What follows belongs to an exercise in optimizing a design on an open flow for small area, a short achievable clock period and few clock cycles per item; a production flow would make more cautious choices. In this exercise RTL edits were held to simulation tests only and were not proved equivalent to the original. No activity file was given, so power comes from the tool's default toggle rates.

==> flow/design.v <==
module imf_aoi22 (
  input  logic s0, d0, s1, d1,
  output logic yn
);
  assign yn = ~((s0 & d0) | (s1 & d1));
endmodule
module imf_o21ai (
  input  logic a, b, c,
  output logic y
);
  assign y = ~((a | b) & c);
endmodule
module imf_nand #(
  parameter int N = 4
) (
  input  logic [N-1:0] a,
  output logic         y
);
  assign y = ~(&a);
endmodule
module imf_nor #(
  parameter int N = 2
) (
  input  logic [N-1:0] a,
  output logic         y
);
  assign y = ~(|a);
endmodule
module imf_ao32 (
  input  logic [3:0]  pb,
  input  logic [7:0]  pc,
  input  logic [31:0] d,
  output logic        y
);
  logic [15:0] l1;    
  logic [7:0]  m;     
  logic [3:0]  l3;    
  for (genvar c = 0; c < 8; c++) begin : g_c
    imf_aoi22 u_a (.s0(pb[0]), .d0(d[4*c+0]), .s1(pb[1]), .d1(d[4*c+1]), .yn(l1[2*c]));
    imf_aoi22 u_b (.s0(pb[2]), .d0(d[4*c+2]), .s1(pb[3]), .d1(d[4*c+3]), .yn(l1[2*c+1]));
    imf_nand #(.N(2)) u_m (.a(l1[2*c +: 2]), .y(m[c]));
  end
  for (genvar g = 0; g < 4; g++) begin : g_o
    imf_aoi22 u (.s0(pc[2*g]), .d0(m[2*g]), .s1(pc[2*g+1]), .d1(m[2*g+1]), .yn(l3[g]));
  end
  imf_nand #(.N(4)) u_y (.a(l3), .y(y));
endmodule
module imf_hold #(
  parameter int W = 1
) (
  input  logic         en,
  input  logic [W-1:0] d,
  input  logic [W-1:0] q,
  output logic [W-1:0] y
);
  assign y = en ? d : q;
endmodule
module imf_wmux #(
  parameter int W = 16
) (
  input  logic         we,
  input  logic         hold,
  input  logic [W-1:0] d,
  input  logic [W-1:0] q,
  output logic [W-1:0] y
);
  assign y = ({W{we}} & d) | ({W{hold}} & q);
endmodule
module imf_sel2 #(
  parameter int NA = 4,
  parameter int NB = 8
) (
  input  logic [NA-1:0]    pa,
  input  logic [NB-1:0]    pb,
  output logic [NA*NB-1:0] sel
);
  always_comb begin
    for (int i = 0; i < NA * NB; i++) sel[i] = pa[i % NA] & pb[i / NA];
  end
endmodule
module instr_mem_fetch #(
  parameter int                DATA_W = 16,
  parameter int                ADDR_W = 16,
  parameter int                DEPTH  = 128,
  parameter logic [DATA_W-1:0] NOP    = '0
) (
  input  logic              clk,
  input  logic              rst_n,
  input  logic              ld_start,
  input  logic              ld_valid,
  input  logic [DATA_W-1:0] ld_data,
  input  logic              ld_last,
  output logic              ld_ovf,
  output logic              running,
  input  logic              req_valid,
  input  logic [ADDR_W-1:0] req_addr,
  output logic              req_ready,
  output logic              rsp_valid,
  output logic [DATA_W-1:0] rsp_instr,
  output logic [ADDR_W-1:0] rsp_addr,
  output logic              rsp_err,
  input  logic              rsp_ready
);
  localparam int IDX_W = 7;
  localparam int NL = 4;             
  localparam int NG = DEPTH / NL;    
  logic [DATA_W-1:0] mem [0:DEPTH-1];
  logic running_n;
  assign running_n = rst_n & ~ld_start & (running | (ld_valid & ld_last));
  always_ff @(posedge clk) running <= running_n;
  logic [NL-1:0]     wa;
  logic [NG-1:0]     wg;
  logic              wfull;
  logic              wr_q;
  logic [DATA_W-1:0] wd_q;
  logic              ld_accept;
  logic              mem_we;
  logic              last_slot;
  logic [NL-1:0]     wae;
  logic [NL-1:0]     wae_q;
  logic [DEPTH-1:0]  wsel;
  assign ld_accept = ~running & ld_valid & ~ld_start;
  assign mem_we    = rst_n & ld_accept & ~wfull;
  assign last_slot = wg[NG-1] & (wr_q ? wa[NL-2] : wa[NL-1]);
  always_ff @(posedge clk) begin
    wr_q <= mem_we;
    if (mem_we) wd_q <= ld_data;
  end
  always_ff @(posedge clk)
    wae_q <= {NL{mem_we}} & (wr_q ? {wa[NL-2:0], wa[NL-1]} : wa);
  assign wae = wae_q;
  imf_sel2 #(.NA(NL), .NB(NG)) u_wsel (.pa(wae), .pb(wg), .sel(wsel));
  for (genvar i = 0; i < DEPTH; i++) begin : g_word
    logic [DATA_W-1:0] word_d;
    logic hold;
    assign hold = ~wsel[i];
    for (genvar b = 0; b < DATA_W; b++) begin : g_bit
      imf_wmux #(.W(1)) u_wmux (.we(wsel[i]), .hold(hold), .d(wd_q[b]), .q(mem[i][b]), .y(word_d[b]));
    end
    always_ff @(posedge clk) mem[i] <= word_d;
  end
  always_ff @(posedge clk) begin
    if (!rst_n || ld_start) begin
      wa <= NL'(1);
      wg <= NG'(1);
    end else if (wr_q) begin
      wa <= {wa[NL-2:0], wa[NL-1]};
      if (wa[NL-1]) wg <= {wg[NG-2:0], wg[NG-1]};
    end
  end
  always_ff @(posedge clk) begin
    if (!rst_n || ld_start) begin
      wfull  <= 1'b0;
      ld_ovf <= 1'b0;
    end else if (ld_accept) begin
      if (wfull)          ld_ovf <= 1'b1;
      else if (last_slot) wfull  <= 1'b1;
    end
  end
  localparam int AW = 1 + ADDR_W;              
  logic                s1_v;
  logic [ADDR_W-1:0]   s1_addr;
  logic                s1_err;
  logic [NL-1:0]       s1_lo;                  
  logic [DATA_W-1:0]   s1_word [0:NL-1];       
  logic req_fire;
  logic req_in_range;
  logic [3:0]        pb;
  logic [7:0]        pc;
  logic [NL-1:0]     plo;
  logic [DATA_W-1:0] grp_word [0:NL-1];
  logic rdy_n;
  logic run2_n;
  logic out_en;
  logic s1_en;
  logic s1_v_n;
  logic rsp_valid_n;
  assign out_en       = ~rsp_valid | rsp_ready;
  assign s1_en        = ~s1_v | out_en;
  assign req_fire     = req_valid & ~((run2_n | ~rsp_ready) & rdy_n);
  assign req_in_range = (req_addr[ADDR_W-1:IDX_W] == '0);
  imf_o21ai u_req_ready (.a(run2_n), .b(~rsp_ready), .c(rdy_n), .y(req_ready));
  always_comb begin
    for (int i = 0; i < NL; i++) plo[i] = (req_addr[1:0] == 2'(i));
    for (int i = 0; i < 4; i++)  pb[i]  = (req_addr[3:2] == 2'(i));
    for (int i = 0; i < 8; i++)  pc[i]  = (req_addr[6:4] == 3'(i));
  end
  for (genvar k = 0; k < NL; k++) begin : g_lane
    for (genvar b = 0; b < DATA_W; b++) begin : g_bit
      logic [NG-1:0] col;
      for (genvar j = 0; j < NG; j++) begin : g_w
        assign col[j] = mem[NL*j+k][b];
      end
      imf_ao32 u_ao (.pb(pb), .pc(pc), .d(col), .y(grp_word[k][b]));
    end
  end
  assign s1_v_n      = rst_n & ~ld_start & (s1_en ? req_fire : s1_v);
  assign rsp_valid_n = rst_n & ~ld_start & (out_en ? s1_v : rsp_valid);
  always_ff @(posedge clk) begin
    s1_v      <= s1_v_n;
    rsp_valid <= rsp_valid_n;
    run2_n    <= ~(running_n & running);
    rdy_n     <= ~(running_n & running & ~(s1_v_n & rsp_valid_n));
  end
  always_ff @(posedge clk) begin
    if (req_fire) begin
      s1_addr <= req_addr;
      s1_err  <= ~req_in_range;
      s1_lo   <= plo;
      for (int k = 0; k < NL; k++) s1_word[k] <= grp_word[k];
    end
  end
  logic          sel_q;       
  logic [NL-1:0] sel_lane;    
  assign sel_q    = ~out_en;
  assign sel_lane = s1_lo & {NL{out_en & ~s1_err}};
  logic [DATA_W-1:0] out_instr_d;
  logic [AW-1:0]     out_ae_d;
  for (genvar b = 0; b < DATA_W; b++) begin : g_out
    logic [2:0] t;
    imf_aoi22 u_t0 (.s0(sel_lane[0]), .d0(s1_word[0][b]), .s1(sel_lane[1]), .d1(s1_word[1][b]), .yn(t[0]));
    imf_aoi22 u_t1 (.s0(sel_lane[2]), .d0(s1_word[2][b]), .s1(sel_lane[3]), .d1(s1_word[3][b]), .yn(t[1]));
    imf_nand #(.N(2)) u_t2 (.a({sel_q, rsp_instr[b]}), .y(t[2]));
    imf_nand #(.N(3)) u_t (.a(t), .y(out_instr_d[b]));
  end
  imf_hold #(.W(AW)) u_hold_ae (.en(out_en), .d({s1_err, s1_addr}), .q({rsp_err, rsp_addr}), .y(out_ae_d));
  always_ff @(posedge clk) begin
    rsp_instr           <= out_instr_d;
    {rsp_err, rsp_addr} <= out_ae_d;
  end
endmodule
clock: 3.3 ns
lec_check: 0
cap_margin: 20
core_margin: 2
core_utilization: 65
setup_slack_margin: 1.2
slew_margin: 20
synth_hierarchical: 1
synth_minimum_keep_size: 0
standard.sh (not shown) runs the stock make flow with config.mk's settings and CLKGATE_MAP_FILE= SYNTH_SCRIPT=/design/flow/synth_recipe.tcl, a recipe that flattens the netlist after the stock synthesis.
==> flow/flow/run.sh <==
#!/bin/bash
# Layout: the standard ORFS flow (standard.sh) with these make settings:
#  - ABC maps for a light load (ABC_LOAD_IN_FF=1), so the many small read
#    and write gates come out at drive strength 1; the resizer sizes up the
#    ones on critical paths,
#  - port buffers use buf_4 (the default pick is a delay cell),
#  - the resizer may swap cells across footprints (so it can size those),
#  - CTS without dummy loads and with larger sink clusters than the default (fewer buffers).
# All output goes to flow_make.log in this folder; ORFS keeps its per-step
# logs under orfs/logs.
set -euo pipefail
bash standard.sh \
  "ABC_LOAD_IN_FF=1" \
  "MATCH_CELL_FOOTPRINT=0" \
  "BUFFER_PORTS_ARGS=-buffer_cell sky130_fd_sc_hd__buf_4" \
  "CTS_ARGS=-sink_clustering_enable -repair_clock_nets -dont_use_dummy_load -sink_clustering_size 24 -sink_clustering_max_diameter 80" \
  finish > flow_make.log 2>&1
The starting point passed the timing, design-rule and antenna checks.
Testbench counts at the start, summed over its fixed seeds: cycles 29,206, items 24,000.
Then changed:
- SETUP_SLACK_MARGIN: 1.2 -> 1.6
Outcome: Clock skew barely changes. Global-route usage rose by 2.0 points. Utilization rose by 5.3 points.
Then changed:
- SETUP_SLACK_MARGIN: 1.6 -> 1.5
- TNS_END_PERCENT: unset -> 20
- The new run ran to the end with no violations
- synthesized cell count is unchanged
- non-clock buffer count shrinks by 186
- die area is unchanged
- wire length went down by 7.5%
- clock skew shrinks by 14 ps
- combinational power shrinks by about 22%
- design area is lower by 6.0%
- global-route usage goes down by 2.0 points
- critical path depth rises by 7
- worst setup slack gets worse by 24 ps

what the ideal ports hide:
Ports are ideal in the flow. The routed layouts listed here were re-timed in OpenROAD.
Step 1 (the two cells are an assumption about what drives the block):
set clk [get_ports {clk}]
set_driving_cell -lib_cell sky130_fd_sc_hd__clkbuf_16 $clk
set_driving_cell -lib_cell sky130_fd_sc_hd__buf_2 [delete_from_list [all_inputs] $clk]
Step 2 adds t to the input delays and takes it off the output delays; t is the mean of the earliest and latest rising clock arrival at the registers after step 1. Input paths then give back, and output paths get back, about the clock's delay inside the block.
Slacks: ideal ports / drivers / drivers and shift; pairs: ideal ports / drivers.
run	shift t [ns]	slack for setup (ns)	latest minus earliest clock arrival (ns)	worst slew at a driven data input, ns	cell pins on the clock port's net
the first run	0.811	1.160 / 1.132 / 0.416	0.051 / 0.052	0.05	1
the second run	0.809	1.320 / 1.244 / 0.600	0.053 / 0.053	0.08	1
the third run	0.804	1.296 / 1.224 / 0.536	0.041 / 0.041	0.20	1
After both steps every run listed still meets setup and hold. The setup slack of the third run, which loses most, moves by -0.072 ns with the drivers and by -0.760 ns with both steps.
